Context: an optimization exercise on an open-source flow, tuned for a short achievable clock period and few clock cycles per item. The choices shown serve that exercise and are no tape-out recipe. The RTL was checked by simulation tests, not by an equivalence proof against the original design.

===== design/flow/flow/run.sh =====
#!/bin/bash
# The standard layout, with repair_timing asked to leave setup slack
# beyond the design's clock period, so that it works on every path longer
# than the target. The SDC and every other setting stay the standard flow's.
set -euo pipefail
bash standard.sh SETUP_SLACK_MARGIN=6.8 finish > standard_make.log 2>&1

===== design/flow/standard.sh =====
#!/bin/bash
# synth_recipe.tcl (not shown) runs the flow's synth.tcl, then flattens the netlist and writes it again
# the make line also repeats each setting of config.mk as NAME=value (left out here)
make -C /OpenROAD-flow-scripts/flow DESIGN_CONFIG=/design/flow/config.mk WORK_HOME=/design/flow/orfs CLKGATE_MAP_FILE= SYNTH_SCRIPT=/design/flow/synth_recipe.tcl "${@:-finish}"

===== design/flow/config.mk =====
export PLATFORM = sky130hd
export DESIGN_NAME = md_lr_top
export DESIGN_NICKNAME = md_lr_top
export VERILOG_FILES = /design/flow/design.v
export SDC_FILE = /design/flow/constraint.sdc
export NUM_CORES = 4
export LEC_CHECK = 0
export CAP_MARGIN = 20
export CORE_MARGIN = 2
export CORE_UTILIZATION = 40
export SLEW_MARGIN = 20

===== design/flow/constraint.sdc =====
create_clock -name core_clock -period 10.0 [get_ports {clk}]
set_input_delay 2.0000 -clock core_clock [delete_from_list [all_inputs] [get_ports {clk}]]
set_output_delay 2.0000 -clock core_clock [all_outputs]
set_load 0.01 [all_outputs]

===== design/flow/design.v =====
`timescale 1ns/1ps
package md_lr_pkg;
  localparam int GSIZE1D = 4;                      
  localparam int NNN1D   = 2;                      
  localparam int NNN3D   = NNN1D * NNN1D * NNN1D;  
  localparam int GADDRW  = 2;                      
  localparam int BADDRW  = 3;                      
  localparam int MAXNUMP = 16;                     
  localparam int PADDRW  = 4;                      
  localparam int QW      = 8;                      
  localparam int GELEW   = 16;                     
  localparam int FW      = 18;                     
  localparam int NSLOT   = 4;                      
  localparam int SLOTW   = 2;
  localparam int TW      = QW + 3;                 
  localparam int RW      = 15;                     
  localparam int OFIFO   = 4;                      
  typedef struct packed {
    logic        [GADDRW-1:0] z;
    logic        [GADDRW-1:0] y;
    logic        [GADDRW-1:0] x;
    logic signed [QW-1:0]     q;                   
  } particle_t;
  typedef logic signed [GELEW-1:0] grid_elem_t;
  typedef struct packed {
    logic signed [FW-1:0] fz;
    logic signed [FW-1:0] fy;
    logic signed [FW-1:0] fx;
  } force_t;
  function automatic logic [BADDRW-1:0] bank_of(
    input logic [GADDRW-1:0] x,
    input logic [GADDRW-1:0] y,
    input logic [GADDRW-1:0] z
  );
    bank_of = {z[0], y[0], x[0]};
  endfunction
  function automatic logic [BADDRW-1:0] bank_addr_of(
    input logic [GADDRW-1:0] x,
    input logic [GADDRW-1:0] y,
    input logic [GADDRW-1:0] z
  );
    bank_addr_of = {z[GADDRW-1], y[GADDRW-1], x[GADDRW-1]};
  endfunction
  function automatic logic [GADDRW-1:0] neighbour_coord(
    input logic [GADDRW-1:0] c,
    input logic              off
  );
    neighbour_coord = c + {{(GADDRW-1){1'b0}}, off};      
  endfunction
  function automatic logic signed [TW-1:0] pair_term(
    input logic signed [QW-1:0]     q,
    input logic        [GADDRW-1:0] da,
    input logic        [GADDRW-1:0] db,
    input logic        [GADDRW-1:0] dc
  );
    logic signed [TW-1:0] mag;
    logic signed [TW-1:0] qx;
    logic                 zero;
    qx   = {{(TW-QW){q[QW-1]}}, q};
    zero = ~da[0] | (db == 2'd2) | (dc == 2'd2);
    case ({db == 2'd0, dc == 2'd0})
      2'b00:   mag = qx;
      2'b11:   mag = qx <<< 2;
      default: mag = qx <<< 1;
    endcase
    if (zero) begin
      pair_term = '0;
    end else if (~da[1]) begin
      pair_term = -mag;                             
    end else begin
      pair_term = mag;                              
    end
  endfunction
endpackage
`timescale 1ns/1ps
module bank_ram #(
  parameter int W    = 8,
  parameter int SELW = 3
) (
  input  logic [(2**SELW)*W-1:0] din,
  input  logic [SELW-1:0]        sel,
  output logic [W-1:0]           dout
);
  logic [SELW:0][(2**SELW)*W-1:0] lvl;    
  assign lvl[0] = din;
  for (genvar l = 1; l <= SELW; l++) begin : g_lvl
    for (genvar i = 0; i < 2 ** (SELW - l); i++) begin : g_m
      assign lvl[l][i*W +: W] = sel[l-1] ? lvl[l-1][(2*i+1)*W +: W] : lvl[l-1][2*i*W +: W];
    end
    if (2 ** (SELW - l) * W < (2 ** SELW) * W) begin : g_pad
      assign lvl[l][(2**SELW)*W-1:(2**(SELW-l))*W] = '0;
    end
  end
  assign dout = lvl[SELW][W-1:0];
endmodule
`timescale 1ns/1ps
module force_gather #(
  parameter int W = 15
) (
  input  logic [W-1:0] a,
  input  logic [W-1:0] b,
  input  logic [W-1:0] c,
  input  logic         cin,
  output logic [W-1:0] s,
  output logic [W-1:0] cy
);
  assign s  = a ^ b ^ c;
  assign cy = {((a[W-2:0] & b[W-2:0]) | (a[W-2:0] & c[W-2:0]) | (b[W-2:0] & c[W-2:0])), cin};
endmodule
`timescale 1ns/1ps
module md_lr_top (
  input  logic                         clk,
  input  logic                         rst,
  output logic                         pready,
  input  logic                         pvalid,
  input  logic [md_lr_pkg::PADDRW-1:0] paddr,
  input  md_lr_pkg::particle_t         pwdata,
  input  logic                         plast,
  input  logic                         fready,
  output logic                         fvalid,
  output logic [md_lr_pkg::PADDRW-1:0] faddr,
  output logic                         flast,
  output md_lr_pkg::force_t            fdata
);
  localparam int NSLOT = md_lr_pkg::NSLOT;
  localparam int SW    = md_lr_pkg::SLOTW;
  localparam int QW    = md_lr_pkg::QW;
  localparam int TW    = md_lr_pkg::TW;
  localparam int RW    = md_lr_pkg::RW;
  localparam int PW    = 3 * md_lr_pkg::GADDRW + QW;
  logic          pready_q;
  logic          accept;
  logic          first_q;                 
  logic [SW-1:0] alloc_ptr;               
  logic [SW-1:0] cur_slot;                
  logic [SW:0]   used;                    
  logic [SW:0]   used_nxt;
  logic          free_slot;               
  assign pready   = pready_q;
  assign accept   = pvalid & pready_q;
  logic          free_q;                  
  assign used_nxt = used + {{SW{1'b0}}, accept & first_q} - {{SW{1'b0}}, free_q};
  always_ff @(posedge clk) begin
    if (rst) begin
      pready_q  <= 1'b1;
      first_q   <= 1'b1;
      free_q    <= 1'b0;
      alloc_ptr <= '0;
      used      <= '0;
    end else begin
      if (accept) begin
        first_q <= plast;
      end
      if (accept & first_q) begin
        alloc_ptr <= alloc_ptr + 1'b1;
      end
      free_q   <= free_slot;
      used     <= used_nxt;
      pready_q <= (accept ? ~plast : ~first_q) | (used_nxt != NSLOT[SW:0]);
    end
  end
  always_ff @(posedge clk) begin
    if (accept & first_q) begin
      cur_slot <= alloc_ptr;
    end
  end
  logic                 in_v;
  logic                 in_first;
  logic                 in_last;
  logic [3:0]           in_idx;
  md_lr_pkg::particle_t in_p;
  always_ff @(posedge clk) begin
    if (rst) begin
      in_v <= 1'b0;
    end else begin
      in_v <= accept;
    end
  end
  always_ff @(posedge clk) begin
    in_first <= first_q;
    in_last  <= plast;
    in_idx   <= paddr;
    in_p     <= pwdata;
  end
  logic [NSLOT-1:0][15:0][PW-1:0] slot_p;    
  logic [3:0]           slot_nlast [NSLOT];
  logic [NSLOT-1:0]     slot_full;
  logic [NSLOT-1:0]     slot_set;
  logic [NSLOT-1:0]     slot_clr;
  for (genvar s = 0; s < NSLOT; s++) begin : g_set
    assign slot_set[s] = in_v & in_last & (cur_slot == SW'(s));
  end
  always_ff @(posedge clk) begin
    for (int s = 0; s < NSLOT; s++) begin
      if (in_v & (cur_slot == SW'(s))) begin
        for (int j = 0; j < 16; j++) begin
          if (in_idx == j[3:0]) begin
            slot_p[s][j] <= in_p;
          end else if (in_first) begin
            slot_p[s][j][QW-1:0] <= '0;
          end
        end
        if (in_last) begin
          slot_nlast[s] <= in_idx;
        end
      end
    end
  end
  always_ff @(posedge clk) begin
    if (rst) begin
      slot_full <= '0;
    end else begin
      slot_full <= (slot_full | slot_set) & ~slot_clr;
    end
  end
  localparam int OCAP = md_lr_pkg::OFIFO + 1;   
  logic [SW-1:0]        ld_ptr;
  logic                 byp;
  logic                 ld_rdy;
  logic                 gr_load;
  logic                 gr_v;             
  logic [PW-1:0]        gr [16];          
  logic [3:0]           gr_nlast;
  logic [3:0]           g_idx;
  logic                 g_last;
  logic                 issue;
  logic [4:0]           outst;            
  logic                 take;
  logic [5:0]           g_pos;            
  assign byp       = in_v & in_last & (cur_slot == ld_ptr);
  assign ld_rdy    = slot_full[ld_ptr] | byp;
  assign g_last    = (g_idx == gr_nlast);
  assign issue     = gr_v & (outst < 5'(OCAP));
  assign gr_load   = ld_rdy & (~gr_v | (issue & g_last));
  assign free_slot = gr_load;
  for (genvar s = 0; s < NSLOT; s++) begin : g_clr
    assign slot_clr[s] = gr_load & (ld_ptr == SW'(s));
  end
  logic [PW-1:0]        gr_new [16];
  always_comb begin
    for (int j = 0; j < 16; j++) begin
      gr_new[j] = slot_p[ld_ptr][j];
      if (byp) begin
        if (in_idx == j[3:0]) begin
          gr_new[j] = in_p;
        end else if (in_first) begin
          gr_new[j][QW-1:0] = '0;
        end
      end
    end
  end
  always_ff @(posedge clk) begin
    if (gr_load) begin
      for (int j = 0; j < 16; j++) begin
        gr[j] <= gr_new[j];
      end
      gr_nlast <= byp ? in_idx : slot_nlast[ld_ptr];
    end
  end
  always_ff @(posedge clk) begin
    if (rst) begin
      ld_ptr <= '0;
      gr_v   <= 1'b0;
      g_idx  <= '0;
      outst  <= '0;
    end else begin
      if (gr_load) begin
        ld_ptr <= ld_ptr + 1'b1;
      end
      if (gr_load) begin
        gr_v <= 1'b1;
      end else if (issue & g_last) begin
        gr_v <= 1'b0;
      end
      if (issue) begin
        g_idx <= g_last ? 4'd0 : g_idx + 1'b1;
      end
      outst <= outst + {4'd0, issue} - {4'd0, take};
    end
  end
  logic [3:0]           g_idx1;           
  logic [5:0]           p0_new;
  assign p0_new = (byp & (in_idx == 4'd0)) ? {in_p.z, in_p.y, in_p.x}
                                           : slot_p[ld_ptr][0][PW-1:QW];
  always_ff @(posedge clk) begin
    if (gr_load) begin
      g_pos <= p0_new;
    end else if (issue & ~g_last) begin
      g_pos <= gr[g_idx1][PW-1:QW];
    end
  end
  always_ff @(posedge clk) begin
    if (rst) begin
      g_idx1 <= 4'd1;
    end else if (issue) begin
      g_idx1 <= g_last ? 4'd1 : g_idx1 + 1'b1;
    end
  end
  localparam int NCOMP = 3;
  logic                 r1_v, r1_last;
  logic [3:0]           r1_idx;
  logic [QW-1:0]        r1_q    [16];
  logic [1:0]           r1_code [NCOMP][16];   
  logic                 r1_neg  [NCOMP][16];   
  always_ff @(posedge clk) begin
    if (rst) begin
      r1_v <= 1'b0;
    end else begin
      r1_v <= issue;
    end
  end
  for (genvar j = 0; j < 16; j++) begin : g_kern
    logic [NCOMP-1:0] od, e0, e2, d1;
    for (genvar a = 0; a < NCOMP; a++) begin : g_ax
      logic [1:0] ci, cj;
      logic       hx;
      assign ci    = g_pos[2*a +: 2];
      assign cj    = gr[j][QW+2*a +: 2];
      assign hx    = ci[1] ^ cj[1];
      assign od[a] = ci[0] ^ cj[0];
      assign e0[a] = ~od[a] & ~hx;
      assign e2[a] = ~od[a] & hx;
      assign d1[a] = od[a] & ~(hx ^ cj[0]);       
    end
    for (genvar c = 0; c < NCOMP; c++) begin : g_c
      localparam int B = (c + 1) % NCOMP;
      localparam int C = (c + 2) % NCOMP;
      logic zero;
      assign zero = ~od[c] | e2[B] | e2[C];
      always_ff @(posedge clk) begin
        r1_code[c][j] <= zero ? 2'd0 : {e0[B] | e0[C], ~(e0[B] ^ e0[C])};
        r1_neg[c][j]  <= ~zero & d1[c];
      end
    end
    always_ff @(posedge clk) begin
      r1_q[j] <= gr[j][QW-1:0];
    end
  end
  always_ff @(posedge clk) begin
    r1_last <= g_last;
    r1_idx  <= g_idx;
  end
  logic                 r2_v, r2_last;
  logic [3:0]           r2_idx;
  logic [RW-1:0]        r2_cs  [NCOMP][4];
  logic [1:0]           r2_neg [NCOMP];      
  for (genvar c = 0; c < NCOMP; c++) begin : g_red2
    logic [RW-1:0] term [16];
    logic [RW-1:0] l1 [11];
    logic [RW-1:0] l2 [8];
    logic [RW-1:0] l3 [6];
    logic [RW-1:0] l4 [4];
    for (genvar j = 0; j < 16; j++) begin : g_t
      logic [RW-1:0] qx, m;
      assign qx = {{(RW-QW){r1_q[j][QW-1]}}, r1_q[j]};
      always_comb begin
        case (r1_code[c][j])
          2'd0:    m = '0;
          2'd1:    m = qx;
          2'd2:    m = qx << 1;
          default: m = qx << 2;
        endcase
      end
      assign term[j] = r1_neg[c][j] ? ~m : m;
    end
    for (genvar k = 0; k < 5; k++) begin : g_l1
      force_gather #(.W(RW)) u_csa (
        .a (term[3*k]), .b (term[3*k+1]), .c (term[3*k+2]), .cin (r1_neg[c][k]),
        .s (l1[2*k]), .cy (l1[2*k+1])
      );
    end
    assign l1[10] = term[15];
    for (genvar k = 0; k < 3; k++) begin : g_l2
      force_gather #(.W(RW)) u_csa (
        .a (l1[3*k]), .b (l1[3*k+1]), .c (l1[3*k+2]), .cin (r1_neg[c][5+k]),
        .s (l2[2*k]), .cy (l2[2*k+1])
      );
    end
    force_gather #(.W(RW)) u_csa2 (
      .a (l1[9]), .b (l1[10]), .c ({{(RW-1){1'b0}}, r1_neg[c][15]}), .cin (r1_neg[c][8]),
      .s (l2[6]), .cy (l2[7])
    );
    for (genvar k = 0; k < 2; k++) begin : g_l3
      force_gather #(.W(RW)) u_csa (
        .a (l2[3*k]), .b (l2[3*k+1]), .c (l2[3*k+2]), .cin (r1_neg[c][9+k]),
        .s (l3[2*k]), .cy (l3[2*k+1])
      );
    end
    assign l3[4] = l2[6];
    assign l3[5] = l2[7];
    for (genvar k = 0; k < 2; k++) begin : g_l4
      force_gather #(.W(RW)) u_csa (
        .a (l3[3*k]), .b (l3[3*k+1]), .c (l3[3*k+2]), .cin (r1_neg[c][11+k]),
        .s (l4[2*k]), .cy (l4[2*k+1])
      );
    end
    always_ff @(posedge clk) begin
      for (int k = 0; k < 4; k++) begin
        r2_cs[c][k] <= l4[k];
      end
      r2_neg[c] <= {r1_neg[c][14], r1_neg[c][13]};
    end
  end
  always_ff @(posedge clk) begin
    r2_last <= r1_last;
    r2_idx  <= r1_idx;
  end
  always_ff @(posedge clk) begin
    if (rst) begin
      r2_v <= 1'b0;
    end else begin
      r2_v <= r1_v;
    end
  end
  logic [RW-1:0] fsum [NCOMP];
  for (genvar c = 0; c < NCOMP; c++) begin : g_red3
    logic [RW-1:0] l5 [3];
    logic [RW-1:0] l6 [2];
    force_gather #(.W(RW)) u_csa5 (
      .a (r2_cs[c][0]), .b (r2_cs[c][1]), .c (r2_cs[c][2]), .cin (r2_neg[c][0]),
      .s (l5[0]), .cy (l5[1])
    );
    assign l5[2] = r2_cs[c][3];
    force_gather #(.W(RW)) u_csa6 (
      .a (l5[0]), .b (l5[1]), .c (l5[2]), .cin (r2_neg[c][1]),
      .s (l6[0]), .cy (l6[1])
    );
    assign fsum[c] = l6[0] + l6[1];
  end
  logic                 r3_v, r3_last;
  logic [3:0]           r3_idx;
  logic [RW-1:0]        r3_f [NCOMP];
  always_ff @(posedge clk) begin
    for (int c = 0; c < NCOMP; c++) begin
      r3_f[c] <= fsum[c];
    end
    r3_last <= r2_last;
    r3_idx  <= r2_idx;
  end
  always_ff @(posedge clk) begin
    if (rst) begin
      r3_v <= 1'b0;
    end else begin
      r3_v <= r2_v;
    end
  end
  localparam int OD  = md_lr_pkg::OFIFO;
  localparam int ODW = $clog2(OD);
  localparam int EW  = 3 * RW + 5;
  logic [EW-1:0]  ofifo [OD];
  logic [ODW-1:0] owp, orp;
  logic [ODW:0]   ocnt;
  logic           oempty;
  logic           oload;
  logic           opush;
  logic           opop;
  logic [EW-1:0]  r3_e;
  logic [EW-1:0]  onext;
  logic           fvalid_q;
  logic [EW-1:0]  out_q;
  assign r3_e   = {r3_last, r3_idx, r3_f[2], r3_f[1], r3_f[0]};
  assign oempty = (ocnt == '0);
  assign oload  = ~fvalid_q | fready;
  assign take   = fvalid_q & fready;
  assign opop   = oload & ~oempty;
  assign opush  = r3_v & ~(oload & oempty);
  assign onext  = oempty ? r3_e : ofifo[orp];
  always_ff @(posedge clk) begin
    if (rst) begin
      owp      <= '0;
      orp      <= '0;
      ocnt     <= '0;
      fvalid_q <= 1'b0;
    end else begin
      if (opush) owp <= owp + 1'b1;
      if (opop)  orp <= orp + 1'b1;
      ocnt <= ocnt + {{ODW{1'b0}}, opush} - {{ODW{1'b0}}, opop};
      if (oload) fvalid_q <= ~oempty | r3_v;
    end
  end
  always_ff @(posedge clk) begin
    if (opush) ofifo[owp] <= r3_e;
    if (oload) out_q <= onext;
  end
  assign fvalid   = fvalid_q;
  assign flast    = out_q[EW-1];
  assign faddr    = out_q[EW-2 -: 4];
  assign fdata.fx = {{(md_lr_pkg::FW-RW){out_q[RW-1]}}, out_q[RW-1:0]};
  assign fdata.fy = {{(md_lr_pkg::FW-RW){out_q[2*RW-1]}}, out_q[2*RW-1:RW]};
  assign fdata.fz = {{(md_lr_pkg::FW-RW){out_q[3*RW-1]}}, out_q[3*RW-1:2*RW]};
endmodule

==> results.toml, run 1 <==
[run_status]
status = "finished clean"

[place]
place_ws_ns = 4.49
gp_congestion = 1.05
port_buffers = 83
dp_hpwl_mm = 390
place_area_sq_um = 126000

[grt]
overflow = 0
grt_antenna_before_repair = 84
grt_max_degree = 100
grt_pass1_vias = 90100
grt_util_all_layers_pct = 36.7
grt_pass1_wl_mm = 771

[floorplanning]
core-area_sq_um = 302000
io_pins = 84
dieArea_sq_um = 307000
die_h_um = 555
initial_core_util_pct = 40.1
die_width_um = 555
fp-row-count = 202

[setup_path]
crit_fanout = 5
start_kind = "register"
crit_required_ns = 10.86
cp-end-kind = "register"
cp.arrival_ns = 4.48
criticalPathCategory = "reg2reg"

[drt]
wl_per_cell_um = 41.6
route.detailed.drc = 0
ant_nets = 0
drt_iter0_drc = 15300
drt-total-wl_mm = 588
via_per_inst = 6.73
dr.pass1.iters = 8
via_count = 95300

[timing]
worstMarginPinSlew_ns = 1.31
max_freq_mhz = 276
post-route-period-util_pct = 36.2
setup-tns-final_ns = 0
finalMaxSlewViolations = 0
worst_slack_ns = 6.38
period_minus_slack_ns = 3.62
final-hold-violation-count = 0
finalSetupViolCount = 0
slew_headroom_pct = 12.8
skew_ns = 0.117
grt_setup_unrepaired = "true"

[cells_and_area]
syn2layout_area_growth_pct = 20.3
fin_area_sq_um = 146000
layout_commonest_cell = "edfxtp_1"
fin_nets = 10600
drive_gt1_share_pct = 35.4
mostFrequentLayoutCells = "edfxtp_1 (1398), mux4_2 (705), nand2_1 (555)"

[cts]
clk_path_buf_depth = 4
htreeDepth = 4
postCtsHoldBufs = 0
numCtsBuffers = 225
clockRootBuffer = "clkbuf_16"
cts.reportedPaths.clkPinSlew_ns = 0.07
cts.sinks = 1960
tritoncts = "built"
insertion_delay_ns = 0.98

[yosys]
synthArstFlopShare_pct = 0
synth_cells = 9730
synth.avg_cell_area_sq_um = 12.5
synth_cell_types = 96
synthFlopType = "edfxtp_1"
yosysWarningCount = 54
synth_edf_count = 1398
syn_nets = 10400
synthTopCellsByArea = "edfxtp_1 (35%), mux4_2 (13%), dfxtp_1 (9.3%)"
synth_area_sq_um = 121000
synth_seq_area_share_pct = 43.9
synth-seq-cells = 1960
synth_top_area_cell = "edfxtp_1"
synth.top_cell.area_share_pct = 34.6

[hold_path]
worstHoldPathType = "reg2reg"

[run]
maxCapViolCount = 0
-- cells by family after synthesis --
logic type,after synthesis,synth area share (%)
and+or+nand+nor,1866,7.16
muxes,1519,20.2
xor gates and xnor gates,673,4.89
AOI/OAI and AO/OA,1684,9.05
adders and majority gates,639,9.58
DFF,1960,43.9
buffers and inverters,1389,5.21
-- per-layer routing --
layer | track usage, % | vias to the layer above | routed length [um]
met2 | 53.7 | 8265 | 249000
met1 | 42.5 | 48000 | 198000
met4 | 28.2 | 55 | 57700
li1 | - | 36400 | -
met3 | 15.3 | 2574 | 82900
met5 | 0.938 | - | 642
-- metrics by stage --
| step | util, % | hold WS (ns) | cells |
|---|---|---|---|
| final | 48.2 | 0.325 | 14200 |
| after global routing | 48.2 | 0.330 | 14100 |
| after CTS | 46.9 | 0.325 | 13900 |
| after detailed placement | 41.6 | 0.312 | 13200 |
| after global placement | 41.5 | 0.311 | 13200 |
| after floorplan | - | 0.310 | 9730 |
-- critical path: stages, from the launching register on --
cell and delay (ns):
dfxtp_4 0.36, buf_12 0.13, nor2b_4 0.14, buf_12 0.13, buf_6 0.10, a22oi_2 0.21, xnor2_2 0.15, fa_2 0.68
fa_2 0.47, fa_2 0.61, inv_2 0.05, fa_2 0.52
-- flip-flops by register name, summed over array words and instances, names as in the netlist, 48 cells and up, named ones only --
name	flops
gr	224
ofifo	200
out_q	50
r1_code	96
r1_neg	48
r1_q	128
r2_cs	162
slot_p	896
-- cell type report --
type	instances	area, sq um
Fill cell	26300	156000
Antenna cell	71	178
Clock buffer	281	6170
Inverter	566	2200
Clock inverter	141	1600
Sequential cell	1960	53900
Timing Repair inverter	3	26.3
Multi-Input combinational cell	6392	67300
Tap cell	3978	4980
Timing Repair Buffer	758	9460
-- Yosys cell counts, types with 57 or more instances --
cell type / count
a211oi_1: 57
a21oi_1: 432
a22oi_1: 334
a31oi_1: 69
and2_1: 133
buf_2: 116
buf_4: 113
clkbuf_1: 459
dfxtp_1: 562
edfxtp_1: 1398
fa_1: 483
ha_1: 153
inv_1: 552
mux2_2: 360
mux2i_1: 451
mux4_2: 705
nand2_1: 604
nand2b_1: 82
nand3_1: 161
nand3b_1: 66
nor2_1: 564
nor2b_1: 117
o211ai_1: 90
o21ai_0: 284
o22ai_1: 74
xnor2_1: 424
xor2_1: 245
-- path summary, 6_finish.rpt --
check / start / end / cells past startpoint / slack, ns
max: r1_code[24][0] / r2_cs[4][4] / 11 / 6.38
min: r2_idx[1] / r3_idx[1] / 0 / 0.33
max reg2reg: r1_code[24][0] / r2_cs[4][4] / 11 / 6.38
min reg2reg: r2_idx[1] / r3_idx[1] / 0 / 0.33
-- timing repair --
item / CTS / global route
gates cloned: 81 / 25
gates resized for setup: 1615 / 618
buffers inserted: 229 / 133
setup endpoints to repair: 1127 / 584
pin swaps: 339 / 334
Testbench counts, summed over its fixed seeds: cycles 1,382, items 1,214.
==> run 2, diff against run 1 <==
--- a/design/flow/config.mk
+++ b/design/flow/config.mk
@@ -9,3 +9,3 @@
 export CORE_MARGIN = 2
-export CORE_UTILIZATION = 40
+export CORE_UTILIZATION = 70
 export SLEW_MARGIN = 20
==> run 2 against run 1 <==
  * The flow now stops in global routing
  * Synthesized area unchanged
  * Synthesized cell count unchanged
==> results.toml, run 2 <==
[grt]
grt_max_degree = 68
overflow = 7
grt_util_all_layers_pct = 71.2

[timing]
worst_path_end_type = "register data pin"
crit_endpoint = "r3_f[1][14]$_DFF_P_/D"

[floorplanning]
fp-row-count = 152
die_h_um = 420
io_pins = 84
initial_core_util_pct = 70.5
die_width_um = 420

[yosys]
synth.avg_cell_area_sq_um = 12.5
synthArstFlopShare_pct = 0
syn_nets = 10400
synth.top_cell.area_share_pct = 34.6
synth-seq-cells = 1960
synth_common_cells = "edfxtp_1 (1398), mux4_2 (705), nand2_1 (604)"
synth_cell_types = 96
synthTopCellsByArea = "edfxtp_1 (35%), mux4_2 (13%), dfxtp_1 (9.3%)"
synth_seq_area_share_pct = 43.9
yosysWarningCount = 54
synthFlopType = "edfxtp_1"
synth_top_area_cell = "edfxtp_1"
synth_cells = 9730
synth_area_sq_um = 121000
synth_edf_count = 1398
synth.most_common_cell = "edfxtp_1"

[run_status]
stop_stage = "global routing"
status = "stopped before the end"
tool.error = "[ERROR GRT-0232] Routing congestion too high. Check the congestion heatmap in the GUI."

[cts]
htreeDepth = 4
clk_path_buf_depth = 3
cts.sinks = 1960
clockRootBuffer = "clkbuf_16"
numCtsBuffers = 199

[place]
port_buffers = 83
dp_hpwl_mm = 346
place_area_sq_um = 123000
gp_congestion = 1.16
[run 2: cell families after synthesis]
family	share of synthesized area [%]
AOI/OAI and AO/OA	9.05
xor gates and xnor gates	4.89
adders and majority gates	9.58
buffers and inverters	5.21
DFF	43.9
muxes	20.2
and+or+nand+nor	7.16
[run 2: worst max-delay path by stage]
stage	startpoint	to	slack (ns)
floorplan	fready	ocnt[2]	6.14
global placement	ld_ptr[0]	gr[15][2]	3.85
detailed placement	ld_ptr[0]	gr[15][2]	3.75
CTS	out_q[14]	fdata[14]	6.34
[run 2: what timing repair did]
item	4_1_cts
pin swaps	379
hold buffers	0
buffers inserted	240
resized for setup	1566
gates cloned	60
endpoints found under the setup margin	1152
[run 2: layer usage]
layer	global-route usage (%)	overflow
met1	72.1	0
met2	87.3	2
met3	56.3	0
met4	67.7	5
met5	32.4	0
[run 2: through the flow]
stage	cells	hold slack [ns]	setup slack (ns)	utilization, %
2_1_floorplan	9730	0.310	6.14	-
3_3_place_gp	11500	0.310	3.85	71.6
3_5_place_dp	11500	0.312	3.75	71.6
4_1_cts	12200	0.328	6.34	79.9
==> run 3, diff against run 2 <==
--- a/design/flow/design.v
+++ b/design/flow/design.v
@@ -168,2 +168,3 @@
   logic                 in_first;
+  logic                 in_gone;          
   logic                 in_last;
@@ -180,2 +181,3 @@
     in_first <= first_q;
+    in_gone  <= pbyp & gr_load;
     in_last  <= plast;
@@ -190,3 +192,3 @@
   for (genvar s = 0; s < NSLOT; s++) begin : g_set
-    assign slot_set[s] = in_v & in_last & (cur_slot == SW'(s));
+    assign slot_set[s] = in_v & in_last & ~in_gone & (cur_slot == SW'(s));
   end
@@ -198,4 +200,2 @@
             slot_p[s][j] <= in_p;
-          end else if (in_first) begin
-            slot_p[s][j][QW-1:0] <= '0;
           end
@@ -218,2 +218,6 @@
   logic                 byp;
+  logic                 pbyp;
+  logic [SW-1:0]        port_slot;        
+  logic                 in_same;          
+  logic [3:0]           nl_new;
   logic                 ld_rdy;
@@ -229,4 +233,8 @@
   logic [5:0]           g_pos;            
-  assign byp       = in_v & in_last & (cur_slot == ld_ptr);
-  assign ld_rdy    = slot_full[ld_ptr] | byp;
+  assign port_slot = first_q ? alloc_ptr : cur_slot;
+  assign pbyp      = accept & plast & (port_slot == ld_ptr);
+  assign in_same   = in_v & ((pbyp & ~first_q) | byp);
+  assign byp       = in_v & in_last & ~in_gone & (cur_slot == ld_ptr);
+  assign ld_rdy    = slot_full[ld_ptr] | byp | pbyp;
+  assign nl_new    = pbyp ? paddr : byp ? in_idx : slot_nlast[ld_ptr];
   assign g_last    = (g_idx == gr_nlast);
@@ -242,8 +250,10 @@
       gr_new[j] = slot_p[ld_ptr][j];
-      if (byp) begin
-        if (in_idx == j[3:0]) begin
-          gr_new[j] = in_p;
-        end else if (in_first) begin
-          gr_new[j][QW-1:0] = '0;
-        end
+      if (j[3:0] > nl_new) begin
+        gr_new[j][QW-1:0] = '0;
+      end
+      if (in_same & (in_idx == j[3:0])) begin
+        gr_new[j] = in_p;
+      end
+      if (pbyp & (paddr == j[3:0])) begin
+        gr_new[j] = pwdata;
       end
@@ -256,3 +266,3 @@
       end
-      gr_nlast <= byp ? in_idx : slot_nlast[ld_ptr];
+      gr_nlast <= nl_new;
     end
@@ -282,4 +292,5 @@
   logic [5:0]           p0_new;
-  assign p0_new = (byp & (in_idx == 4'd0)) ? {in_p.z, in_p.y, in_p.x}
-                                           : slot_p[ld_ptr][0][PW-1:QW];
+  assign p0_new = (pbyp & (paddr == 4'd0))    ? {pwdata.z, pwdata.y, pwdata.x} :
+                  (in_same & (in_idx == 4'd0)) ? {in_p.z, in_p.y, in_p.x}
+                                               : slot_p[ld_ptr][0][PW-1:QW];
   always_ff @(posedge clk) begin
==> run 3 against run 2 <==
  * The run again fails in global routing
  * Synthesized area grew 1.4%
  * Synthesized cell count shrank 2.0%
==> results.toml, run 3 <==
[yosys]
synth_edf_count = 1398
synth_area_sq_um = 123000
synth.most_common_cell = "edfxtp_1"
synthTopCellsByArea = "edfxtp_1 (34%), mux4_2 (17%), dfxtp_1 (9.2%)"
synth.top_cell.area_share_pct = 34.2
syn_nets = 10200
synth_seq_area_share_pct = 43.3
synth_top_area_cell = "edfxtp_1"
yosysWarningCount = 54
synth_cells = 9531
synthArstFlopShare_pct = 0
synth-seq-cells = 1960
synth.avg_cell_area_sq_um = 12.9
synth_common_cells = "edfxtp_1 (1398), mux4_2 (924), nand2_1 (603)"
synth_cell_types = 98
synthFlopType = "edfxtp_1"

[cts]
htreeDepth = 4
numCtsBuffers = 199
postCtsHoldBufs = 0
clockRootBuffer = "clkbuf_16"
clk_path_buf_depth = 3
cts.sinks = 1960

[place]
port_buffers = 83
dp_hpwl_mm = 349
place_area_sq_um = 126000
gp_congestion = 1.14

[run_status]
stop_stage = "global routing"
tool.error = "[ERROR GRT-0116] Global routing finished with congestion. Check the congestion regions in the DRC Viewer."
status = "stopped before the end"

[grt]
grt_pass1_wl_mm = 1050
overflow = 737
grt_pass1_vias = 124000
grt_max_degree = 67
grt_util_all_layers_pct = 83.2

[floorplanning]
die_width_um = 423
die_h_um = 423
initial_core_util_pct = 70.5
io_pins = 84
fp-row-count = 153
-- run 3: cell count changes after synthesis, moves of 37 or more --
cell,previous run,this run
a22o_1,52,11
mux2i_1,451,313
nor2_1,564,450
nand3_1,161,114
buf_2,116,175
o22ai_1,74,3
mux4_2,705,924
buf_6,56,6
o21ai_0,284,322
a221o_1,2,67
o211ai_1,90,42
mux2_2,360,323
a21oi_1,432,378
and2_1,133,27
-- run 3: cell families after synthesis --
logic type	Yosys count	synth area share (%)
mux	1566	22.6
xor+xnor	670	4.79
flops	1960	43.3
simple gates	1700	6.51
compound gates	1579	8.55
fa+ha+maj	639	9.45
buf+inv	1417	4.83
-- run 3: timing repair --
item                       4_1_cts
resized for setup             2206
pin swaps                      563
buffers inserted               508
setup endpoints to repair      915
gates cloned                   144
-- run 3: routing by layer --
layer | track usage (%) | GRT overflow
met1 | 83.5 | 64
met2 | 94.4 | 303
met3 | 73.3 | 94
met4 | 80.8 | 267
met5 | 52.4 | 9
-- run 3: worst max-delay path by stage --
stage,startpoint,to,cells after the start
floorplan,plast,g_pos[0],7
global placement,paddr[1],gr[12][1],6
detailed placement,ld_ptr[0],gr[15][4],9
CTS,r2_cs[4][0],r3_f[1][14],13
-- run 3: stage by stage --
stage                     setup WS (ns)  utilization (%)  std cells
after floorplan                    5.58                -       9531
after CTS                          6.13             84.7      12300
after detailed placement           4.05             72.2      11300
after global placement             4.07             72.2      11300
Testbench counts of run 3, summed over its fixed seeds: cycles 1,374, items 1,214.
==> run 4, diff against run 3 <==
--- a/design/flow/design.v
+++ b/design/flow/design.v
@@ -16,3 +16,3 @@
   localparam int RW      = 15;                     
-  localparam int OFIFO   = 4;                      
+  localparam int OFIFO   = 6;                      
   typedef struct packed {
@@ -167,3 +167,2 @@
   logic                 in_v;
-  logic                 in_first;
   logic                 in_gone;          
@@ -180,3 +179,2 @@
   always_ff @(posedge clk) begin
-    in_first <= first_q;
     in_gone  <= pbyp & gr_load;
@@ -215,4 +213,5 @@
   end
-  localparam int OCAP = md_lr_pkg::OFIFO + 1;   
+  localparam int OCAP = md_lr_pkg::OFIFO;       
   logic [SW-1:0]        ld_ptr;
+  logic [SW-1:0]        ld_ptr_c [4];     
   logic                 byp;
@@ -249,3 +248,3 @@
     for (int j = 0; j < 16; j++) begin
-      gr_new[j] = slot_p[ld_ptr][j];
+      gr_new[j] = slot_p[ld_ptr_c[j / 4]][j];
       if (j[3:0] > nl_new) begin
@@ -272,2 +271,5 @@
       ld_ptr <= '0;
+      for (int k = 0; k < 4; k++) begin
+        ld_ptr_c[k] <= '0;
+      end
       gr_v   <= 1'b0;
@@ -278,2 +280,5 @@
         ld_ptr <= ld_ptr + 1'b1;
+        for (int k = 0; k < 4; k++) begin
+          ld_ptr_c[k] <= ld_ptr_c[k] + 1'b1;
+        end
       end
@@ -312,4 +317,4 @@
   logic [3:0]           r1_idx;
-  logic [QW-1:0]        r1_q    [16];
-  logic [1:0]           r1_code [NCOMP][16];   
+  localparam int TW1 = QW + 3;              
+  logic [TW1-1:0]       r1_t    [NCOMP][16];   
   logic                 r1_neg  [NCOMP][16];   
@@ -338,12 +343,22 @@
       localparam int C = (c + 2) % NCOMP;
-      logic zero;
+      logic           zero, neg;
+      logic [1:0]     code;
+      logic [TW1-1:0] qx, m;
       assign zero = ~od[c] | e2[B] | e2[C];
+      assign neg  = ~zero & d1[c];
+      assign code = zero ? 2'd0 : {e0[B] | e0[C], ~(e0[B] ^ e0[C])};
+      assign qx   = {{(TW1-QW){gr[j][QW-1]}}, gr[j][QW-1:0]};
+      always_comb begin
+        case (code)
+          2'd0:    m = '0;
+          2'd1:    m = qx;
+          2'd2:    m = qx << 1;
+          default: m = qx << 2;
+        endcase
+      end
       always_ff @(posedge clk) begin
-        r1_code[c][j] <= zero ? 2'd0 : {e0[B] | e0[C], ~(e0[B] ^ e0[C])};
-        r1_neg[c][j]  <= ~zero & d1[c];
+        r1_t[c][j]   <= neg ? ~m : m;
+        r1_neg[c][j] <= neg;
       end
     end
-    always_ff @(posedge clk) begin
-      r1_q[j] <= gr[j][QW-1:0];
-    end
   end
@@ -364,13 +379,3 @@
     for (genvar j = 0; j < 16; j++) begin : g_t
-      logic [RW-1:0] qx, m;
-      assign qx = {{(RW-QW){r1_q[j][QW-1]}}, r1_q[j]};
-      always_comb begin
-        case (r1_code[c][j])
-          2'd0:    m = '0;
-          2'd1:    m = qx;
-          2'd2:    m = qx << 1;
-          default: m = qx << 2;
-        endcase
-      end
-      assign term[j] = r1_neg[c][j] ? ~m : m;
+      assign term[j] = {{(RW-TW1){r1_t[c][j][TW1-1]}}, r1_t[c][j]};
     end
@@ -425,3 +430,6 @@
   end
-  logic [RW-1:0] fsum [NCOMP];
+  logic                 r3_v, r3_last;
+  logic [3:0]           r3_idx;
+  logic [RW-1:0]        r3_s [NCOMP];
+  logic [RW-1:0]        r3_c [NCOMP];
   for (genvar c = 0; c < NCOMP; c++) begin : g_red3
@@ -438,11 +446,8 @@
     );
-    assign fsum[c] = l6[0] + l6[1];
+    always_ff @(posedge clk) begin
+      r3_s[c] <= l6[0];
+      r3_c[c] <= l6[1];
+    end
   end
-  logic                 r3_v, r3_last;
-  logic [3:0]           r3_idx;
-  logic [RW-1:0]        r3_f [NCOMP];
   always_ff @(posedge clk) begin
-    for (int c = 0; c < NCOMP; c++) begin
-      r3_f[c] <= fsum[c];
-    end
     r3_last <= r2_last;
@@ -457,2 +462,19 @@
   end
+  logic                 r4_v, r4_last;
+  logic [3:0]           r4_idx;
+  logic [RW-1:0]        r4_f [NCOMP];
+  always_ff @(posedge clk) begin
+    for (int c = 0; c < NCOMP; c++) begin
+      r4_f[c] <= r3_s[c] + r3_c[c];
+    end
+    r4_last <= r3_last;
+    r4_idx  <= r3_idx;
+  end
+  always_ff @(posedge clk) begin
+    if (rst) begin
+      r4_v <= 1'b0;
+    end else begin
+      r4_v <= r3_v;
+    end
+  end
   localparam int OD  = md_lr_pkg::OFIFO;
@@ -461,19 +483,17 @@
   logic [EW-1:0]  ofifo [OD];
-  logic [ODW-1:0] owp, orp;
-  logic [ODW:0]   ocnt;
-  logic           oempty;
-  logic           oload;
-  logic           opush;
-  logic           opop;
-  logic [EW-1:0]  r3_e;
-  logic [EW-1:0]  onext;
+  logic [ODW-1:0] owp, orp, orp1;         
+  logic [ODW:0]   ocnt;                   
+  logic [ODW:0]   ocnt_nxt;
+  logic [EW-1:0]  r4_e;
   logic           fvalid_q;
   logic [EW-1:0]  out_q;
-  assign r3_e   = {r3_last, r3_idx, r3_f[2], r3_f[1], r3_f[0]};
-  assign oempty = (ocnt == '0);
-  assign oload  = ~fvalid_q | fready;
-  assign take   = fvalid_q & fready;
-  assign opop   = oload & ~oempty;
-  assign opush  = r3_v & ~(oload & oempty);
-  assign onext  = oempty ? r3_e : ofifo[orp];
+  logic [EW-1:0]  head0, head1;           
+  function automatic logic [ODW-1:0] oinc(input logic [ODW-1:0] a);
+    oinc = (a == ODW'(OD - 1)) ? '0 : a + 1'b1;
+  endfunction
+  assign r4_e     = {r4_last, r4_idx, r4_f[2], r4_f[1], r4_f[0]};
+  assign take     = fvalid_q & fready;
+  assign ocnt_nxt = ocnt + {{ODW{1'b0}}, r4_v} - {{ODW{1'b0}}, take};
+  assign head0    = (r4_v & (owp == orp))  ? r4_e : ofifo[orp];
+  assign head1    = (r4_v & (owp == orp1)) ? r4_e : ofifo[orp1];
   always_ff @(posedge clk) begin
@@ -482,2 +502,3 @@
       orp      <= '0;
+      orp1     <= ODW'(1);
       ocnt     <= '0;
@@ -485,6 +506,9 @@
     end else begin
-      if (opush) owp <= owp + 1'b1;
-      if (opop)  orp <= orp + 1'b1;
-      ocnt <= ocnt + {{ODW{1'b0}}, opush} - {{ODW{1'b0}}, opop};
-      if (oload) fvalid_q <= ~oempty | r3_v;
+      if (r4_v) owp <= oinc(owp);
+      if (take) begin
+        orp  <= orp1;
+        orp1 <= oinc(orp1);
+      end
+      ocnt     <= ocnt_nxt;
+      fvalid_q <= (ocnt_nxt != '0);
     end
@@ -492,4 +516,4 @@
   always_ff @(posedge clk) begin
-    if (opush) ofifo[owp] <= r3_e;
-    if (oload) out_q <= onext;
+    if (r4_v) ofifo[owp] <= r4_e;
+    out_q <= take ? head1 : head0;
   end
--- a/design/flow/config.mk
+++ b/design/flow/config.mk
@@ -9,3 +9,3 @@
 export CORE_MARGIN = 2
-export CORE_UTILIZATION = 70
+export CORE_UTILIZATION = 40
 export SLEW_MARGIN = 20
==> run 4 against run 3 <==
  * The run now finishes clean
  * Synthesized cell count increased by 18%
  * Synthesized area rose by 14%
==> results.toml, run 4 <==
[run]
maxCapViolCount = 0

[setup_path]
criticalPathCategory = "reg2reg"
max_stage_delay_ns = 0.82
start_kind = "register"
worstRegToRegCells = 4
slowest_stage = "nand2_1"
crit_fanout = 14
cp_common_cell = "nor2_2"
crit_required_ns = 10.57
cp_top_family = "simple AND/OR/NAND/NOR gates"
reg2reg_slack_ns = 6.33
cp.arrival_ns = 4.24
critical_path_buf_inv_count = 1
crit_chain = "nor2_2 -> nand2_1 -> nor2_2 -> buf_4"
rr_startpoint = "in_idx[0]"
timing.rr.end = "slot_p[731]"
cp-end-kind = "register"

[timing]
slew_headroom_pct = 10.5
finalMaxSlewViolations = 0
post-route-period-util_pct = 36.7
worst_slack_ns = 6.33
holdWs_ns = 0.323
setup-tns-final_ns = 0
period_minus_slack_ns = 3.67
skew_ns = 0.0769
grt_setup_unrepaired = "true"
finalSetupViolCount = 0
max_freq_mhz = 273
worstMarginPinSlew_ns = 1.34
final-hold-violation-count = 0

[hold_path]
hold_depth = 0
worstHoldPathType = "reg2reg"
min_delay_worst_endpoint = "r2_idx[1]"
hp-start = "r1_idx[1]"

[cells_and_area]
largest_reg_flops = 896
top_regs = "slot_p x896, r1_t x480, ofifo x300"
largest-register = "slot_p"
n_fill_cell = 30200
drive_gt1_share_pct = 27.7
multi_input_area_sq_um = 75500
syn2layout_area_growth_pct = 19.8
mostFrequentLayoutCells = "edfxtp_1 (1448), mux4_2 (1138), nand2_1 (1040)"
fin_area_sq_um = 168000
fin_nets = 12200
register_area_sq_um = 63300
stdcell_count = 16400
layout_commonest_cell = "edfxtp_1"

[yosys]
synth-seq-cells = 2430
synth.top_cell.area_share_pct = 30.9
synth_seq_area_share_pct = 44.9
synth_area_sq_um = 141000
synth_cells = 11200
synth_edf_count = 1448
yosysWarningCount = 56
synth_common_cells = "edfxtp_1 (1448), mux4_2 (1138), nand2_1 (1079)"
synth.most_common_cell = "edfxtp_1"
syn_nets = 11900
synth.avg_cell_area_sq_um = 12.5
synth_top_area_cell = "edfxtp_1"
synthTopCellsByArea = "edfxtp_1 (31%), mux4_2 (18%), dfxtp_1 (14%)"
synth_cell_types = 100
synthArstFlopShare_pct = 0
synthFlopType = "edfxtp_1"

[floorplanning]
core-area_sq_um = 350000
fp-row-count = 217
dieArea_sq_um = 356000
die_width_um = 597
die_h_um = 597
initial_core_util_pct = 40.2
io_pins = 84

[drt]
route.detailed.drc = 0
dr.pass1.iters = 11
drt-total-wl_mm = 637
drt_iter0_drc = 16500
ant_nets = 0
wl_per_cell_um = 38.9
via_count = 107000
via_per_inst = 6.56

[place]
gp_congestion = 1.06
dp_hpwl_mm = 415
place_ws_ns = 3.95
place_area_sq_um = 148000
placedCellCount = 15300
port_buffers = 83

[cts]
numCtsBuffers = 282
clk_path_buf_depth = 4
postCtsHoldBufs = 0
cts.reportedPaths.clkPinSlew_ns = 0.06
insertion_delay_ns = 0.95
htreeDepth = 5
cts.sinks = 2430
clockRootBuffer = "clkbuf_16"
tritoncts = "built"

[grt]
grt_antenna_before_repair = 43
grt_util_all_layers_pct = 34.7
overflow = 0
grt_pass1_wl_mm = 851
grt_max_degree = 97
grt_pass1_vias = 102000

[run_status]
status = "finished clean"
[run 4: cell types whose count changed after synthesis, sizes merged, moves of 205 or more]
| cell | change |
|---|---|
| mux2 | -242 |
| mux4 | +211 |
| nand2 | +478 |
| a22oi | -232 |
| xnor2 | +217 |
| dfxtp | +420 |
| o21ai | +239 |
| mux2i | +205 |
| xor2 | -221 |
[run 4: cell families after synthesis]
family | Yosys count | share of synthesized area, %
simple gates | 2468 | 8.19
flops | 2430 | 44.9
mux | 1740 | 22.6
compound gates | 1680 | 7.22
buf+inv | 1564 | 4.44
xor+xnor | 666 | 4.17
fa+ha+maj | 658 | 8.48
[run 4: routing by layer]
layer | track usage (%) | vias up | share of wire [%]
met2 | 51.5 | 9234 | 43
met3 | 13.8 | 2636 | 14
met5 | 2.16 | - | 0.20
met4 | 26.2 | 42 | 9.7
met1 | 40.1 | 53500 | 33
li1 | - | 42000 | -
[run 4: per-stage QoR]
step	utilization, %
2_1_floorplan	-
3_3_place_gp	42.2
3_5_place_dp	42.2
4_1_cts	47.1
5_1_grt	48.1
6_report	48.2
[run 4: timing repair]
action	4_1_cts	5_1_grt
gates cloned	78	20
resized for setup	900	302
buffers inserted	301	168
pin swaps	123	131
endpoints found under the setup margin	803	525
[run 4: area by class of cell]
class	instances	area share [%]
Clock buffer	382	4.83
Sequential cell	2430	37.6
Antenna cell	29	0.0431
Timing Repair inverter	4	0.0275
Clock inverter	118	0.796
Timing Repair Buffer	921	6.93
Multi-Input combinational cell	7218	44.8
Tap cell	4599	3.42
Inverter	677	1.55
[run 4: worst max path at each step]
stage / start / endpoint / slack [ns] / cells after the start
6_report: in_idx[0] / slot_p[731] / 6.33 / 4
5_1_grt: ld_ptr_c[3][0] / gr[12][7] / 6.46 / 11
3_3_place_gp: pvalid / gr[1][12] / 4.01 / 8
4_1_cts: out_q[29] / fdata[32] / 6.44 / 2
2_1_floorplan: owp[1] / ofifo[2][0] / 5.86 / 2
3_5_place_dp: pvalid / gr[1][12] / 3.95 / 8
Testbench counts of run 4, summed over its fixed seeds: cycles 1,382, items 1,214.
==> run 5, diff against run 4 <==
--- a/design/flow/design.v
+++ b/design/flow/design.v
@@ -221,2 +221,20 @@
   logic [3:0]           nl_new;
+  logic [3:0]           ld_nlast;         
+  logic [PW-1:0]        ld_part [16];     
+  always_comb begin
+    ld_nlast = slot_nlast[0];
+    for (int s = 1; s < NSLOT; s++) begin
+      if (ld_ptr == SW'(s)) begin
+        ld_nlast = slot_nlast[s];
+      end
+    end
+    for (int j = 0; j < 16; j++) begin
+      ld_part[j] = slot_p[0][j];
+      for (int s = 1; s < NSLOT; s++) begin
+        if (ld_ptr_c[j / 4] == SW'(s)) begin
+          ld_part[j] = slot_p[s][j];
+        end
+      end
+    end
+  end
   logic                 ld_rdy;
@@ -237,3 +255,3 @@
   assign ld_rdy    = slot_full[ld_ptr] | byp | pbyp;
-  assign nl_new    = pbyp ? paddr : byp ? in_idx : slot_nlast[ld_ptr];
+  assign nl_new    = pbyp ? paddr : byp ? in_idx : ld_nlast;
   assign g_last    = (g_idx == gr_nlast);
@@ -248,3 +266,3 @@
     for (int j = 0; j < 16; j++) begin
-      gr_new[j] = slot_p[ld_ptr_c[j / 4]][j];
+      gr_new[j] = ld_part[j];
       if (j[3:0] > nl_new) begin
@@ -299,3 +317,3 @@
                   (in_same & (in_idx == 4'd0)) ? {in_p.z, in_p.y, in_p.x}
-                                               : slot_p[ld_ptr][0][PW-1:QW];
+                                               : ld_part[0][PW-1:QW];
   always_ff @(posedge clk) begin
==> run 5 against run 4 <==
  * Sequential share of layout area up 11 points
  * Utilization is 2.5 points lower
  * Die area decreased by 18%
  * Setup slack gained 0.29 ns
  * Non-clock buffer count is 639 lower
  * Clock skew increased by 0.0016 ns
  * Sequential cell count stayed put
  * Critical path type is now reg2out
==> results.toml, run 5 <==
[timing]
slew_headroom_pct = 24.4
skew_ns = 0.0785
finalSetupViolCount = 0
worstMarginPinSlew_ns = 1.13
setup-tns-final_ns = 0
post-route-period-util_pct = 33.8
worst_slack_ns = 6.62
finalMaxSlewViolations = 0
max_freq_mhz = 296
final-hold-violation-count = 0
period_minus_slack_ns = 3.38
grt_setup_unrepaired = "true"

[cells_and_area]
largest_reg_flops = 896
layout_commonest_cell = "edfxtp_1"
top_regs = "slot_p x896, r1_t x480, ofifo x300"
drive_gt1_share_pct = 10.6
utilization_pct = 45.7
n_fill_cell = 26100
largest-register = "slot_p"
mostFrequentLayoutCells = "edfxtp_1 (1448), nand2_1 (1238), dfxtp_1 (920)"
fin_nets = 10700
syn2layout_area_growth_pct = 13.6
fin_area_sq_um = 131000

[hold_path]
worstHoldPathType = "reg2reg"
hold_depth = 0
hp-start = "r1_neg[27]"

[yosys]
synthTopCellsByArea = "edfxtp_1 (38%), dfxtp_1 (17%), fa_1 (8.5%)"
syn_nets = 10700
synth_cell_types = 76
synth_cells = 10100
synth.top_cell.area_share_pct = 37.6
yosysWarningCount = 58
synth.most_common_cell = "edfxtp_1"
synthFlopType = "edfxtp_1"
synth.avg_cell_area_sq_um = 11.5
synth_top_area_cell = "edfxtp_1"
synth-seq-cells = 2430
synth_edf_count = 1448
synthArstFlopShare_pct = 0
synth_seq_area_share_pct = 54.6
synth_common_cells = "edfxtp_1 (1448), nand2_1 (1243), dfxtp_1 (982)"
synth_area_sq_um = 116000

[cts]
clk_path_buf_depth = 4
clockRootBuffer = "clkbuf_16"
cts.sinks = 2430
htreeDepth = 5
numCtsBuffers = 272
insertion_delay_ns = 0.91
tritoncts = "built"
cts.reportedPaths.clkPinSlew_ns = 0.05

[grt]
grt_pass1_wl_mm = 511
grt_max_degree = 113
grt_util_all_layers_pct = 23.8
overflow = 0
grt_pass1_vias = 72900
grt_antenna_before_repair = 17

[drt]
wl_per_cell_um = 25.5
ant_nets = 0
drt-total-wl_mm = 358
via_count = 75800
dr.pass1.iters = 9
drt_iter0_drc = 7721
via_per_inst = 5.40
route.detailed.drc = 0

[setup_path]
crit_chain = "buf_6"
worstRegToRegCells = 9
criticalPathCategory = "reg2out"
crit_fanout = 4
cp_top_family = "flip-flops"
critical_path_buf_inv_count = 1
max_stage_delay_ns = 0.39
cp.arrival_ns = 1.38
rr_startpoint = "first_q"
cp-end-kind = "output pin"
slowest_stage = "dfxtp_4"
crit_required_ns = 8.00
start_kind = "register"
cp.depth = 1
crit_start = "out_q[29]"
reg2reg_slack_ns = 6.82

[place]
place_area_sq_um = 121000
dp_hpwl_mm = 253
port_buffers = 83
place_ws_ns = 3.91
gp_congestion = 0.943

[run]
maxCapViolCount = 0

[floorplanning]
dieArea_sq_um = 293000
die_h_um = 542
fp-row-count = 197
core-area_sq_um = 288000
io_pins = 84
initial_core_util_pct = 40.2
die_width_um = 542

[run_status]
status = "finished clean"
## run 5: repair_timing
| item | in CTS | in global routing |
|---|---|---|
| pin swaps | 19 | 22 |
| hold buffers | 0 | 0 |
| setup buffers | 43 | 22 |
| gates resized for setup | 406 | 93 |
| setup endpoints to repair | 611 | 242 |
| gates cloned | 11 | 2 |
## run 5: routing by layer
| metal | up-vias | wire length (um) | global-route usage (%) |
|---|---|---|---|
| met5 | - | 57 | 0 |
| met4 | 8 | 15800 | 9.69 |
| met3 | 625 | 26800 | 3.48 |
| met2 | 2974 | 161000 | 36.8 |
| met1 | 37500 | 154000 | 33.6 |
| li1 | 34700 | - | - |
## run 5: logic make-up (layout without fill, tap and decap cells)
group	count (synthesis)	in the layout	synth area share, %
xor+xnor	641	641	4.85
flops	2430	2430	54.6
fa+ha+maj	647	647	10.2
buf+inv	1227	1408	4.06
compound gates	1656	1656	8.43
mux	683	683	7.03
simple gates	2775	2781	10.8
other cells	0	9	0
## run 5: path summary, 6_finish.rpt
check                                   end
worst max register to register    gr[15][1]
worst max-delay path              fdata[32]
worst min-delay path            r2_cs[5][0]
worst min register to register  r2_cs[5][0]
## run 5: area by class of cell
class	count	area [sq um]	share of cell area, %
Clock inverter	117	1300	0.991
Timing Repair inverter	3	26.3	0.0200
Sequential cell	2430	63300	48.1
Antenna cell	9	22.5	0.0171
Timing Repair Buffer	282	2650	2.01
Multi-Input combinational cell	6408	49200	37.4
Tap cell	3781	4730	3.60
Clock buffer	375	7820	5.95
Inverter	631	2400	1.83
## run 5: stage by stage
stage / hold slack [ns] / instances
finish: 0.324 / 14000
CTS: 0.326 / 14000
detailed placement: 0.312 / 13500
floorplan: 0.310 / 10100
global route: 0.330 / 14000
global placement: 0.315 / 13500
Testbench counts of run 5, summed over its fixed seeds: cycles 1,382, items 1,214.
==> run 6, diff against run 5 <==
--- a/design/flow/config.mk
+++ b/design/flow/config.mk
@@ -9,3 +9,3 @@
 export CORE_MARGIN = 2
-export CORE_UTILIZATION = 40
+export CORE_UTILIZATION = 50
 export SLEW_MARGIN = 20
==> run 6 against run 5 <==
  * Still clean on timing, DRC and antenna
  * Setup slack got worse by 0.096 ns
  * Sequential share of layout area rose by 0.55 points
  * Routed wire length fell by 1.5%
  * Non-clock buffer count fell by 11
  * Global-route usage rose by 5.7 points
  * Clock skew barely moved
  * Maximum frequency fell by 2.8%
  * Register-to-register slack got worse by 0.02 ns
  * Synthesized cell count did not move
  * Critical path type unchanged
  * Highest routed layer unchanged
==> results.toml, run 6 <==
[yosys]
synth_area_sq_um = 116000
yosysWarningCount = 58
synth-seq-cells = 2430
synth_edf_count = 1448
synthArstFlopShare_pct = 0
synth_top_area_cell = "edfxtp_1"
synth.top_cell.area_share_pct = 37.6
synth.avg_cell_area_sq_um = 11.5
syn_nets = 10700
synthFlopType = "edfxtp_1"
synth_cell_types = 76
synthTopCellsByArea = "edfxtp_1 (38%), dfxtp_1 (17%), fa_1 (8.5%)"
synth_seq_area_share_pct = 54.6
synth.most_common_cell = "edfxtp_1"
synth_cells = 10100
synth_common_cells = "edfxtp_1 (1448), nand2_1 (1243), dfxtp_1 (982)"

[cts]
tritoncts = "built"
clk_path_buf_depth = 4
cts.sinks = 2430
clockRootBuffer = "clkbuf_16"
numCtsBuffers = 281
cts.reportedPaths.clkPinSlew_ns = 0.06
htreeDepth = 5
insertion_delay_ns = 0.96

[floorplanning]
die_width_um = 485
die_h_um = 485
io_pins = 84
initial_core_util_pct = 50.3
dieArea_sq_um = 235000
core-area_sq_um = 230000
fp-row-count = 176

[setup_path]
crit_chain = "buf_2"
reg2reg_slack_ns = 6.80
critical_path_buf_inv_count = 1
crit_required_ns = 8.00
crit_fanout = 4
start_kind = "register"
max_stage_delay_ns = 0.39
criticalPathCategory = "reg2out"
cp-end-kind = "output pin"
slowest_stage = "dfxtp_4"
cp.arrival_ns = 1.47
cp_top_family = "flip-flops"

[cells_and_area]
top_regs = "slot_p x896, r1_t x480, ofifo x300"
largest-register = "slot_p"
fin_nets = 10700
n_fill_cell = 19300
largest_reg_flops = 896
mostFrequentLayoutCells = "edfxtp_1 (1448), nand2_1 (1238), dfxtp_1 (930)"
layout_commonest_cell = "edfxtp_1"
multi_input_area_sq_um = 49100
fin_area_sq_um = 130000
register_area_sq_um = 63300
syn2layout_area_growth_pct = 12.3
drive_gt1_share_pct = 10.1
utilization_pct = 56.5

[hold_path]
worstHoldPathType = "reg2reg"

[drt]
wl_per_cell_um = 26.6
via_per_inst = 5.73
via_count = 76000
drt_iter0_drc = 8150
route.detailed.drc = 0
dr.pass1.iters = 7
ant_nets = 0
drt-total-wl_mm = 352

[grt]
grt_pass1_vias = 72800
grt_antenna_before_repair = 14
grt_util_all_layers_pct = 29.5
globalRouteMet3Util_pct = 4.77
overflow = 0
grtUsageMet2_pct = 45.4
grt_use_met1_pct = 42.2
grt_pass1_wl_mm = 504
top_usage_layer = "met2"
grt_max_degree = 113

[timing]
finalSetupViolCount = 0
holdWs_ns = 0.311
grt_setup_unrepaired = "true"
slew_headroom_pct = 23.2
post-route-period-util_pct = 34.7
period_minus_slack_ns = 3.47
final-hold-violation-count = 0
skew_ns = 0.0781
finalMaxSlewViolations = 0
max_freq_mhz = 288
setup-tns-final_ns = 0
worstMarginPinSlew_ns = 1.15

[place]
gp_congestion = 0.982
place_area_sq_um = 120000
port_buffers = 83
dp_hpwl_mm = 250

[run]
maxCapViolCount = 0

[run_status]
status = "finished clean"
==> run 6: cell counts after synthesis <==
No cell type changed its count.
==> run 6: timing repair <==
action / 4_1_cts / 5_1_grt
endpoints found under the setup margin: 542 / 282
resized for setup: 380 / 66
pin swaps: 17 / 13
hold buffers: 0 / 0
buffers inserted: 24 / 19
cloned: 11 / 2
==> run 6: metrics by stage <==
step | worst slack [ns] | instances
2_1_floorplan | 5.86 | 10100
4_1_cts | 6.46 | 13200
3_3_place_gp | 4.41 | 12700
5_1_grt | 6.48 | 13300
3_5_place_dp | 4.32 | 12700
6_report | 6.53 | 13300
==> run 6: final cells by class <==
type                       instances  share of cell area (%)
timing repair buffer             271                    1.80
antenna                            8                  0.0154
clock buffer                     371                    5.95
timing repair inverter             3                  0.0202
multi-input combinational       6409                    37.8
tap                             3026                    2.91
sequential                      2430                    48.7
clock inverter                   112                   0.939
inverter                         631                    1.85
==> run 6: final timing paths <==
path / depth (start not counted) / startpoint / endpoint
worst max-delay path: 1 / out_q[29] / fdata[35]
worst min-delay path: 0 / r1_idx[2] / r2_idx[2]
worst max register to register: 8 / gr[15][11] / r1_t[15][7]
worst min register to register: 0 / r1_idx[2] / r2_idx[2]
==> run 6: cells by family (layout without fill, tap and decap cells) <==
group,Yosys count,count (layout),synth area share (%)
buffers and inverters,1227,1388,4.06
flip-flops,2430,2430,54.6
AND/OR/NAND/NOR,2775,2782,10.8
adder cells (fa/ha/maj),647,647,10.2
AO/OA/AOI/OAI,1656,1656,8.43
other,0,8,0
multiplexers,683,683,7.03
XOR/XNOR,641,641,4.85
==> run 6: routing by layer <==
layer	vias to the layer above	routed length, um
met3	648	27400
met5	-	66
met1	37700	152000
li1	34700	-
met2	2999	158000
met4	10	14600
==> run 7, diff against run 6 <==
--- a/design/flow/config.mk
+++ b/design/flow/config.mk
@@ -9,3 +9,3 @@
 export CORE_MARGIN = 2
-export CORE_UTILIZATION = 50
+export CORE_UTILIZATION = 58
 export SLEW_MARGIN = 20
==> run 7 against run 6 <==
  * Global-route usage grew 4.8 points
  * Synthesized area stayed put
  * Non-clock buffer count rose by 22
  * Register-to-register slack gained 0.05 ns
  * Final area fell by 0.58%
  * Sequential cell count is the same
  * Sequential share of layout area up 0.28 points
==> results.toml, run 7 <==
[yosys]
synth.top_cell.area_share_pct = 37.6
synth_cells = 10100
synth_seq_area_share_pct = 54.6
syn_nets = 10700
synthFlopType = "edfxtp_1"
synth_area_sq_um = 116000
synthTopCellsByArea = "edfxtp_1 (38%), dfxtp_1 (17%), fa_1 (8.5%)"
synthArstFlopShare_pct = 0
synth_top_area_cell = "edfxtp_1"
synth-seq-cells = 2430
yosysWarningCount = 58
synth_cell_types = 76

[setup_path]
slowest_stage = "dfxtp_4"
rr_startpoint = "g_pos[1]"
crit_chain = "buf_6"
cp-end-kind = "output pin"
max_stage_delay_ns = 0.39
crit_required_ns = 8.00
crit_start = "out_q[44]"
cp.arrival_ns = 1.44
timing.rr.end = "r1_t[23][5]"
cp_top_family = "flip-flops"
critical_path_buf_inv_count = 1
crit_fanout = 4
criticalPathCategory = "reg2out"
worstRegToRegCells = 8

[floorplanning]
core-area_sq_um = 198000
dieArea_sq_um = 203000
fp-row-count = 163
io_pins = 84
die_width_um = 451

[drt]
ant_nets = 0
via_per_inst = 5.95
route.detailed.drc = 0
dr.pass1.iters = 6
drt_iter0_drc = 9233
wl_per_cell_um = 27.4

[cells_and_area]
fin_area_sq_um = 129000
largest_reg_flops = 896
mostFrequentLayoutCells = "edfxtp_1 (1448), nand2_1 (1238), dfxtp_1 (936)"
fin_nets = 10700
syn2layout_area_growth_pct = 11.7
utilization_pct = 65.3
largest-register = "slot_p"

[run]
maxCapViolCount = 0

[grt]
grt_pass1_vias = 72600
overflow = 0
grt_antenna_before_repair = 18
grt_pass1_wl_mm = 505

[timing]
period_minus_slack_ns = 3.44
grt_setup_unrepaired = "true"
max_freq_mhz = 291
slew_headroom_pct = 21.4
finalSetupViolCount = 0
final-hold-violation-count = 0
skew_ns = 0.0581
holdWs_ns = 0.312
worstMarginPinSlew_ns = 1.18

[cts]
htreeDepth = 5
postCtsHoldBufs = 0
clk_path_buf_depth = 4
numCtsBuffers = 275
cts.sinks = 2430
insertion_delay_ns = 0.93

[place]
place_area_sq_um = 119000
dp_hpwl_mm = 250

[run_status]
status = "finished clean"
run 7: cell counts after synthesis:
No cell type changed its count.
run 7: cell type report:
cell class / count / area (sq um)
Sequential cell: 2430 / 63300
Multi-Input combinational cell: 6410 / 49200
Clock inverter: 107 / 1010
Tap cell: 2640 / 3300
Clock buffer: 356 / 7450
Fill cell: 15100 / 68700
Inverter: 631 / 2390
Timing Repair Buffer: 293 / 2550
Timing Repair inverter: 2 / 17.5
Antenna cell: 6 / 15.0
run 7: repair_timing:
action,CTS,global route
cloned,12,1
setup buffers,51,15
endpoints found under the setup margin,635,248
pin swaps,21,13
resized for setup,373,73
run 7: logic make-up after synthesis:
kind of cell / Yosys count / synth area share (%)
AND/OR/NAND/NOR: 2775 / 10.8
multiplexers: 683 / 7.03
adder cells (fa/ha/maj): 647 / 10.2
flip-flops: 2430 / 54.6
buffers and inverters: 1227 / 4.06
XOR/XNOR: 641 / 4.85
AO/OA/AOI/OAI: 1656 / 8.43
run 7: worst min-delay path by stage:
stage,from,endpoint,depth (start not counted)
floorplan,r1_neg[44],r2_cs[11][0],0
global placement,r2_idx[1],r3_idx[1],0
detailed placement,r1_neg[44],r2_cs[11][0],0
CTS,r1_neg[30],r2_neg[1][1],0
global route,r1_neg[30],r2_neg[1][1],0
finish,r1_neg[30],r2_neg[1][1],0
run 7: metrics by stage:
step,cells,setup slack (ns)
2_1_floorplan,10100,5.86
5_1_grt,12900,6.51
4_1_cts,12900,6.50
3_5_place_dp,12300,4.47
6_report,12900,6.56
3_3_place_gp,12300,4.55
run 7: layer usage:
layer	up-vias	routed length (um)	global-route usage, %
met5	-	41	0
met4	6	15800	13.5
met3	691	30800	5.69
met2	3521	158000	51.9
met1	37800	149000	49.7
li1	34600	-	-

## separate check: timing with driven ports
The results above use ideal ports. As a check the final layouts listed here were re-extracted and re-timed, cells and wires unchanged.
Step 1 (the two cells are an assumption about what drives the block):
set clk [get_ports {clk}]
set_driving_cell -lib_cell sky130_fd_sc_hd__clkbuf_16 $clk
set_driving_cell -lib_cell sky130_fd_sc_hd__buf_2 [delete_from_list [all_inputs] $clk]
Step 2 also shifts input and output timing later by t, the mid clock arrival at the registers, as if the neighbouring blocks saw the same clock.
Slacks: ideal ports / drivers / drivers and shift; pairs: ideal ports / drivers.
run | t, ns | setup WS [ns] | slew at the worst register clock pin (ns)
run 1 | 1.042 | 6.383 / 6.288 / 6.009 | 0.07 / 0.07
run 4 | 1.024 | 6.330 / 6.330 / 5.525 | 0.07 / 0.07
run 5 | 0.966 | 6.621 / 6.524 / 5.855 | 0.07 / 0.07
run 6 | 1.022 | 6.525 / 6.429 / 5.767 | 0.07 / 0.07
run 7 | 0.996 | 6.563 / 6.466 / 5.776 | 0.07 / 0.07
After both steps every run listed still meets setup and hold. For run 4, which loses most, drivers alone change the setup slack by 0.000 ns; drivers and shift together by -0.805 ns.
